What follows belongs to an exercise in optimizing a design on an open flow for small area; a production flow would make more cautious choices. Function was checked by simulation only, so behaviour that the tests miss may differ from the original. Power figures rest on the tool's default switching activity, not on a simulated workload.

==> run a <==
==> flow/design.v <==
package icache_pkg;
	localparam int BUNDLES = 4;
	localparam int BEAT_W = 2;
	localparam int SETS = 16;
	localparam int SET_W = 4;
	localparam int WAYS = 2;
	localparam int WAY_W = 1;
	localparam int SLOTS = 4;
	localparam int SLOT_W = 2;
	localparam int TAGQ_DEPTH = 16;
	localparam int TAGQ_W = 4;
	localparam int LFSR_W = 17;
	localparam logic [LFSR_W-1:0] LFSR_SEED = 17'h1ACE5;
	typedef logic [31:0] addr_t;
	typedef logic [31:0] word_t;
	typedef logic [BUNDLES*32-1:0] line_data_t;
	typedef logic [23:0] tag_t;
	typedef logic [27:0] line_addr_t;
endpackage
module icache_refill_top (
	input  logic              clk,
	input  logic              rst,
	input  logic              fetch_valid,
	input  icache_pkg::addr_t fetch_addr,
	output logic              fetch_ready,
	output logic              resp_valid,
	output logic              resp_hit,
	output icache_pkg::word_t resp_data,
	output icache_pkg::addr_t araddr,
	output logic [2:0]        arprot,
	output logic              arvalid,
	input  logic              arready,
	input  icache_pkg::word_t rdata,
	input  logic [1:0]        rresp,
	input  logic              rvalid,
	output logic              rready
);
	localparam int ROWS = icache_pkg::WAYS * icache_pkg::SETS;
	logic [ROWS-1:0] vld;
	icache_pkg::tag_t tag_mem [ROWS];
	icache_pkg::line_data_t data_mem [ROWS];
	logic lk_valid;
	logic [31:2] lk_addr;
	logic [3:0] lk_set;
	logic hit0, hit1, lk_hit;
	logic [icache_pkg::SETS-1:0] set_oh;
	icache_pkg::tag_t rtag0, rtag1;
	logic rvld0, rvld1;
	logic [icache_pkg::SETS*icache_pkg::BUNDLES-1:0] bsel0, bsel1;
	icache_pkg::line_addr_t fq_line [icache_pkg::SLOTS];
	logic [icache_pkg::SLOTS-1:0] busy;
	logic [2:0] wp;      
	logic [2:0] ap;      
	logic [1:0] ar_beat;
	logic [2:0] rp;      
	logic [1:0] r_beat;
	logic dup_hit, alloc;
	logic ar_fire, ar_last, take, complete;
	icache_pkg::word_t lb0, lb1, lb2, lb3;
	logic done_q;
	logic [1:0] wr_slot;
	icache_pkg::line_addr_t wr_line;
	logic [4:0] wr_row;
	logic [icache_pkg::LFSR_W-1:0] lfsr;
	assign arprot = 3'b100;
	assign rready = 1'b1;
	assign fetch_ready = !done_q;
	always_ff @(posedge clk) begin
		if (rst) begin
			lk_valid <= 1'b0;
		end else begin
			lk_valid <= fetch_valid && !done_q;
		end
	end
	always_ff @(posedge clk) begin
		lk_addr <= fetch_addr[31:2];
	end
	assign lk_set = lk_addr[7:4];
	always_comb begin
		for (int i = 0; i < icache_pkg::SETS; i++) begin
			set_oh[i] = lk_set == i[3:0];
		end
	end
	always_comb begin
		rtag0 = '0;
		rtag1 = '0;
		rvld0 = 1'b0;
		rvld1 = 1'b0;
		for (int i = 0; i < icache_pkg::SETS; i++) begin
			rtag0 = rtag0 | (tag_mem[i] & {24{set_oh[i]}});
			rtag1 = rtag1 | (tag_mem[icache_pkg::SETS + i] & {24{set_oh[i]}});
			rvld0 = rvld0 | (vld[i] & set_oh[i]);
			rvld1 = rvld1 | (vld[icache_pkg::SETS + i] & set_oh[i]);
		end
	end
	assign hit0 = rvld0 && rtag0 == lk_addr[31:8];
	assign hit1 = rvld1 && rtag1 == lk_addr[31:8];
	assign lk_hit = hit0 || hit1;
	always_comb begin
		for (int i = 0; i < icache_pkg::SETS * icache_pkg::BUNDLES; i++) begin
			bsel0[i] = !hit1 && lk_addr[7:2] == i[5:0];
			bsel1[i] = hit1 && lk_addr[7:2] == i[5:0];
		end
	end
	always_comb begin
		resp_data = '0;
		for (int i = 0; i < icache_pkg::SETS * icache_pkg::BUNDLES; i++) begin
			resp_data = resp_data
				| (data_mem[i / 4][(i % 4)*32 +: 32] & {32{bsel0[i]}})
				| (data_mem[icache_pkg::SETS + i / 4][(i % 4)*32 +: 32] & {32{bsel1[i]}});
		end
	end
	assign resp_valid = lk_valid;
	assign resp_hit = lk_hit;
	always_comb begin
		dup_hit = 1'b0;
		for (int s = 0; s < icache_pkg::SLOTS; s++) begin
			if (busy[s] && fq_line[s] == lk_addr[31:4]) begin
				dup_hit = 1'b1;
			end
		end
	end
	assign alloc = lk_valid && !lk_hit && !dup_hit && !(&busy);
	always_ff @(posedge clk) begin
		if (alloc) begin
			fq_line[wp[1:0]] <= lk_addr[31:4];
		end
	end
	assign arvalid = ap != wp;
	assign araddr = {fq_line[ap[1:0]], ar_beat, 2'b00};
	assign ar_fire = arvalid && arready;
	assign ar_last = ar_fire && ar_beat == 2'd3;
	assign take = rvalid && {ap, ar_beat} != {rp, r_beat};
	assign complete = take && r_beat == 2'd3;
	assign wr_slot = rp[1:0] - 2'd1;
	always_ff @(posedge clk) begin
		if (rst) begin
			busy <= '0;
			wp <= '0;
			ap <= '0;
			ar_beat <= '0;
			rp <= '0;
			r_beat <= '0;
			done_q <= 1'b0;
			lfsr <= icache_pkg::LFSR_SEED;
		end else begin
			lfsr <= {lfsr[icache_pkg::LFSR_W-2:0], lfsr[icache_pkg::LFSR_W-1] ^ lfsr[icache_pkg::LFSR_W-4]};
			if (done_q) begin
				busy[wr_slot] <= 1'b0;
			end
			if (alloc) begin
				busy[wp[1:0]] <= 1'b1;
				wp <= wp + 3'd1;
			end
			if (ar_fire) begin
				ar_beat <= ar_beat + 2'd1;
			end
			if (ar_last) begin
				ap <= ap + 3'd1;
			end
			if (take) begin
				r_beat <= r_beat + 2'd1;
			end
			if (complete) begin
				rp <= rp + 3'd1;
			end
			done_q <= complete;
		end
	end
	always_ff @(posedge clk) begin
		if (take && r_beat == 2'd0) lb0 <= rdata;
		if (take && r_beat == 2'd1) lb1 <= rdata;
		if (take && r_beat == 2'd2) lb2 <= rdata;
		lb3 <= rdata;
	end
	assign wr_line = fq_line[wr_slot];
	assign wr_row = {lfsr[1], wr_line[3:0]};
	always_ff @(posedge clk) begin
		if (rst) begin
			vld <= '0;
		end else if (done_q) begin
			vld[wr_row] <= 1'b1;
		end
	end
	always_ff @(posedge clk) begin
		if (done_q) begin
			tag_mem[wr_row] <= wr_line[27:4];
			data_mem[wr_row] <= {lb3, lb2, lb1, lb0};
		end
	end
endmodule
==> flow/run.sh <==
#!/bin/bash
# synth_recipe.tcl (not shown) runs the flow's synth.tcl, then flattens the netlist and writes it again
# the make line also repeats each setting of config.mk as NAME=value (left out here)
make -C /OpenROAD-flow-scripts/flow DESIGN_CONFIG=/design/flow/config.mk WORK_HOME=/design/flow/orfs CLKGATE_MAP_FILE= SYNTH_SCRIPT=/design/flow/synth_recipe.tcl finish
==> flow/config.mk <==
export PLATFORM = sky130hd
export DESIGN_NAME = icache_refill_top
export DESIGN_NICKNAME = icache_refill_top
export VERILOG_FILES = /design/flow/design.v
export SDC_FILE = /design/flow/constraint.sdc
export NUM_CORES = 4
export LEC_CHECK = 0
export CAP_MARGIN = 20
export CORE_MARGIN = 2
export CORE_UTILIZATION = 40
export SLEW_MARGIN = 20
==> flow/constraint.sdc <==
create_clock -name core_clock -period 10.0 [get_ports {clk}]
set_input_delay 2.0000 -clock core_clock [delete_from_list [all_inputs] [get_ports {clk}]]
set_output_delay 2.0000 -clock core_clock [all_outputs]
set_load 0.01 [all_outputs]
==> run b: changes against run a <==
--- a/flow/design.v
+++ b/flow/design.v
@@ -37,6 +37,11 @@
 );
-	localparam int ROWS = icache_pkg::WAYS * icache_pkg::SETS;
-	logic [ROWS-1:0] vld;
-	icache_pkg::tag_t tag_mem [ROWS];
-	icache_pkg::line_data_t data_mem [ROWS];
+	localparam int SETS = icache_pkg::SETS;
+	localparam int ENT_W = 24 + icache_pkg::BUNDLES * 32;
+	logic [SETS-1:0] vld0, vld1;
+	logic [ENT_W-1:0] row0 [SETS];
+	logic [ENT_W-1:0] row1 [SETS];
+	logic [1:0] ph;
+	logic [SETS-1:0] ld, ld_n;
+	logic pol0, pol1, wpol;
+	logic [ENT_W-1:0] wr_ent;
 	logic lk_valid;
@@ -44,7 +49,8 @@
 	logic [3:0] lk_set;
+	logic [SETS-1:0] set_oh;
+	logic [23:0] rtag0, rtag1, x0, x1;
+	logic rvld0, rvld1;
 	logic hit0, hit1, lk_hit;
-	logic [icache_pkg::SETS-1:0] set_oh;
-	icache_pkg::tag_t rtag0, rtag1;
-	logic rvld0, rvld1;
-	logic [icache_pkg::SETS*icache_pkg::BUNDLES-1:0] bsel0, bsel1;
+	logic [SETS*icache_pkg::BUNDLES-1:0] bsel;
+	icache_pkg::word_t rd0, rd1;
 	icache_pkg::line_addr_t fq_line [icache_pkg::SLOTS];
@@ -58,3 +64,3 @@
 	logic ar_fire, ar_last, take, complete;
-	icache_pkg::word_t lb0, lb1, lb2, lb3;
+	icache_pkg::word_t lb0, lb1, lb2, lb3, lb0h;
 	logic done_q;
@@ -62,3 +68,4 @@
 	icache_pkg::line_addr_t wr_line;
-	logic [4:0] wr_row;
+	logic [3:0] cur_set;
+	logic ld_now, ld_next;
 	logic [icache_pkg::LFSR_W-1:0] lfsr;
@@ -76,9 +83,9 @@
 		lk_addr <= fetch_addr[31:2];
+		for (int i = 0; i < SETS; i++) begin
+			set_oh[i] <= fetch_addr[7:4] == i[3:0];
+		end
 	end
 	assign lk_set = lk_addr[7:4];
-	always_comb begin
-		for (int i = 0; i < icache_pkg::SETS; i++) begin
-			set_oh[i] = lk_set == i[3:0];
-		end
-	end
+	assign pol0 = ph[1];
+	assign pol1 = !(ph[1] ^ ph[0]);
 	always_comb begin
@@ -88,24 +95,25 @@
 		rvld1 = 1'b0;
-		for (int i = 0; i < icache_pkg::SETS; i++) begin
-			rtag0 = rtag0 | (tag_mem[i] & {24{set_oh[i]}});
-			rtag1 = rtag1 | (tag_mem[icache_pkg::SETS + i] & {24{set_oh[i]}});
-			rvld0 = rvld0 | (vld[i] & set_oh[i]);
-			rvld1 = rvld1 | (vld[icache_pkg::SETS + i] & set_oh[i]);
-		end
-	end
-	assign hit0 = rvld0 && rtag0 == lk_addr[31:8];
-	assign hit1 = rvld1 && rtag1 == lk_addr[31:8];
+		for (int i = 0; i < SETS; i++) begin
+			rtag0 = rtag0 | (row0[i][ENT_W-1 -: 24] & {24{set_oh[i]}});
+			rtag1 = rtag1 | (row1[i][ENT_W-1 -: 24] & {24{set_oh[i]}});
+			rvld0 = rvld0 | (vld0[i] & set_oh[i]);
+			rvld1 = rvld1 | (vld1[i] & set_oh[i]);
+		end
+	end
+	assign x0 = rtag0 ^ lk_addr[31:8];
+	assign x1 = rtag1 ^ lk_addr[31:8];
+	assign hit0 = rvld0 && (pol0 ? &x0 : !(|x0));
+	assign hit1 = rvld1 && (pol1 ? &x1 : !(|x1));
 	assign lk_hit = hit0 || hit1;
 	always_comb begin
-		for (int i = 0; i < icache_pkg::SETS * icache_pkg::BUNDLES; i++) begin
-			bsel0[i] = !hit1 && lk_addr[7:2] == i[5:0];
-			bsel1[i] = hit1 && lk_addr[7:2] == i[5:0];
-		end
-	end
-	always_comb begin
-		resp_data = '0;
-		for (int i = 0; i < icache_pkg::SETS * icache_pkg::BUNDLES; i++) begin
-			resp_data = resp_data
-				| (data_mem[i / 4][(i % 4)*32 +: 32] & {32{bsel0[i]}})
-				| (data_mem[icache_pkg::SETS + i / 4][(i % 4)*32 +: 32] & {32{bsel1[i]}});
+		for (int i = 0; i < SETS * icache_pkg::BUNDLES; i++) begin
+			bsel[i] = lk_addr[7:2] == i[5:0];
+		end
+	end
+	always_comb begin
+		rd0 = '0;
+		rd1 = '0;
+		for (int i = 0; i < SETS * icache_pkg::BUNDLES; i++) begin
+			rd0 = rd0 | (row0[i / 4][(i % 4)*32 +: 32] & {32{bsel[i]}});
+			rd1 = rd1 | (row1[i / 4][(i % 4)*32 +: 32] & {32{bsel[i]}});
 		end
@@ -114,2 +122,3 @@
 	assign resp_hit = lk_hit;
+	assign resp_data = hit1 ? rd1 ^ {32{pol1}} : rd0 ^ {32{pol0}};
 	always_comb begin
@@ -173,17 +182,39 @@
 		if (take && r_beat == 2'd2) lb2 <= rdata;
-		lb3 <= rdata;
+		if (take && r_beat == 2'd3) lb3 <= rdata;
+		lb0h <= lb0;
 	end
 	assign wr_line = fq_line[wr_slot];
-	assign wr_row = {lfsr[1], wr_line[3:0]};
+	assign cur_set = fq_line[rp[1:0]][3:0];
+	assign ld_now = complete && lfsr[0] == ph[0];
+	assign ld_next = done_q && lfsr[1] == ph[0];
 	always_ff @(posedge clk) begin
 		if (rst) begin
-			vld <= '0;
-		end else if (done_q) begin
-			vld[wr_row] <= 1'b1;
-		end
-	end
-	always_ff @(posedge clk) begin
-		if (done_q) begin
-			tag_mem[wr_row] <= wr_line[27:4];
-			data_mem[wr_row] <= {lb3, lb2, lb1, lb0};
+			ph <= '0;
+			ld <= '0;
+			ld_n <= '1;
+		end else begin
+			ph <= ph + 2'd1;
+			for (int s = 0; s < SETS; s++) begin
+				ld[s] <= (ld_now && cur_set == s[3:0]) || (ld_next && wr_line[3:0] == s[3:0]);
+				ld_n[s] <= !((ld_now && cur_set == s[3:0]) || (ld_next && wr_line[3:0] == s[3:0]));
+			end
+		end
+	end
+	assign wpol = !(ph[1] ^ ph[0]);
+	assign wr_ent = {wr_line[27:4], lb3, lb2, lb1, lb0h} ^ {ENT_W{wpol}};
+	always_ff @(posedge clk) begin
+		for (int s = 0; s < SETS; s++) begin
+			if (rst) begin
+				vld0[s] <= 1'b0;
+				vld1[s] <= 1'b0;
+			end else begin
+				vld0[s] <= ld[s] || vld1[s];
+				vld1[s] <= vld0[s];
+			end
+		end
+	end
+	always_ff @(posedge clk) begin
+		for (int s = 0; s < SETS; s++) begin
+			row0[s] <= ~((row1[s] | {ENT_W{ld[s]}}) & (wr_ent | {ENT_W{ld_n[s]}}));
+			row1[s] <= row0[s];
 		end
Settings changed: CAP_MARGIN 20 to 10, CORE_UTILIZATION 40 to 45, CTS_BUF_LIST set to sky130_fd_sc_hd__clkbuf_16, CTS_CLUSTER_DIAMETER set to 90, CTS_CLUSTER_SIZE set to 27, SLEW_MARGIN 20 to 10.
==> load_flow_metrics.sql <==
INSERT INTO impl_metrics (metric_group, metric, value, unit) VALUES
('outcome', 'run_status', 'complete, no violations', ''),
('synthesis', 'synth-compound-area-share', '0.2130', ''),
('global_routing', 'first_pass_grt_wire_length', '978800', 'um'),
('synthesis', 'post_synth_instance_area', '0.1614', 'mm2'),
('critical_path', 'crit_path_cell_trace', 'nand4_1 -> nor2_4 -> buf_4 -> buf_4 -> a22oi_1 -> nand4_1 -> nor3_1 -> nand4_1 -> mux2i_1 -> xnor2_1 -> clkdlybuf4s50_1', ''),
('power', 'sw_ratio', '0.2484', ''),
('cells_and_area', 'multi_input_gate_area_in_the_final_layout', '0.04829', 'mm2'),
('synthesis', 'synthDominantCellAreaShare', '0.6261', ''),
('clocking', 'clock-sinks', '5288', '');
-- figures above: run b

==> load_flow_metrics.sql <==
INSERT INTO impl_metrics (metric_group, metric, value, unit) VALUES
('synthesis', 'synth-compound-area-share', '0.1051', ''),
('power', 'sw_ratio', '0.2156', ''),
('cells_and_area', 'multi_input_gate_area_in_the_final_layout', '0.03323', 'mm2'),
('outcome', 'run_status', 'complete, no violations', ''),
('global_routing', 'first_pass_grt_wire_length', '980500', 'um'),
('cells_and_area', 'postLayoutCellArea', '0.2186', 'mm2'),
('power', 'fin_total_pwr', '43780', 'uW'),
('synthesis', 'post_synth_instance_area', '0.1900', 'mm2'),
('synthesis', 'synthDominantCellAreaShare', '0.8017', ''),
('critical_path', 'crit_path_cell_trace', 'buf_4 -> mux4_2 -> a22o_1 -> a221oi_1 -> xor2_1 -> o2111ai_1 -> nor4_1 -> and4_4 -> buf_12 -> a211oi_1 -> o31ai_1 -> clkdlybuf4s50_1', '');
-- figures above: run a

## what the ideal ports hide
No port has a modelled driver above. Below, the same layouts with a new extraction and two added sets of constraints.
Step 1 (the two cells are an assumption about what drives the block):
set clk [get_ports {clk}]
set_driving_cell -lib_cell sky130_fd_sc_hd__clkbuf_16 $clk
set_driving_cell -lib_cell sky130_fd_sc_hd__buf_2 [delete_from_list [all_inputs] $clk]
Step 2, shift: input delay + t, output delay - t, t = (earliest + latest rising clock arrival at the registers) / 2. This alone moves slack from input paths to output paths.
Three values: ideal ports, drivers, drivers and shift; two values: the first two.
run | t, ns | setup slack, ns | worst setup path at the end | slew at the worst register clock pin (ns)
run a | 1.170 | 0.531 / 0.412 / 1.582 | register to output | 0.07 / 0.07
run b | 1.129 | 0.564 / 0.447 / 1.576 | register to output | 0.11 / 0.11
After both steps setup and hold are still met in every run listed.
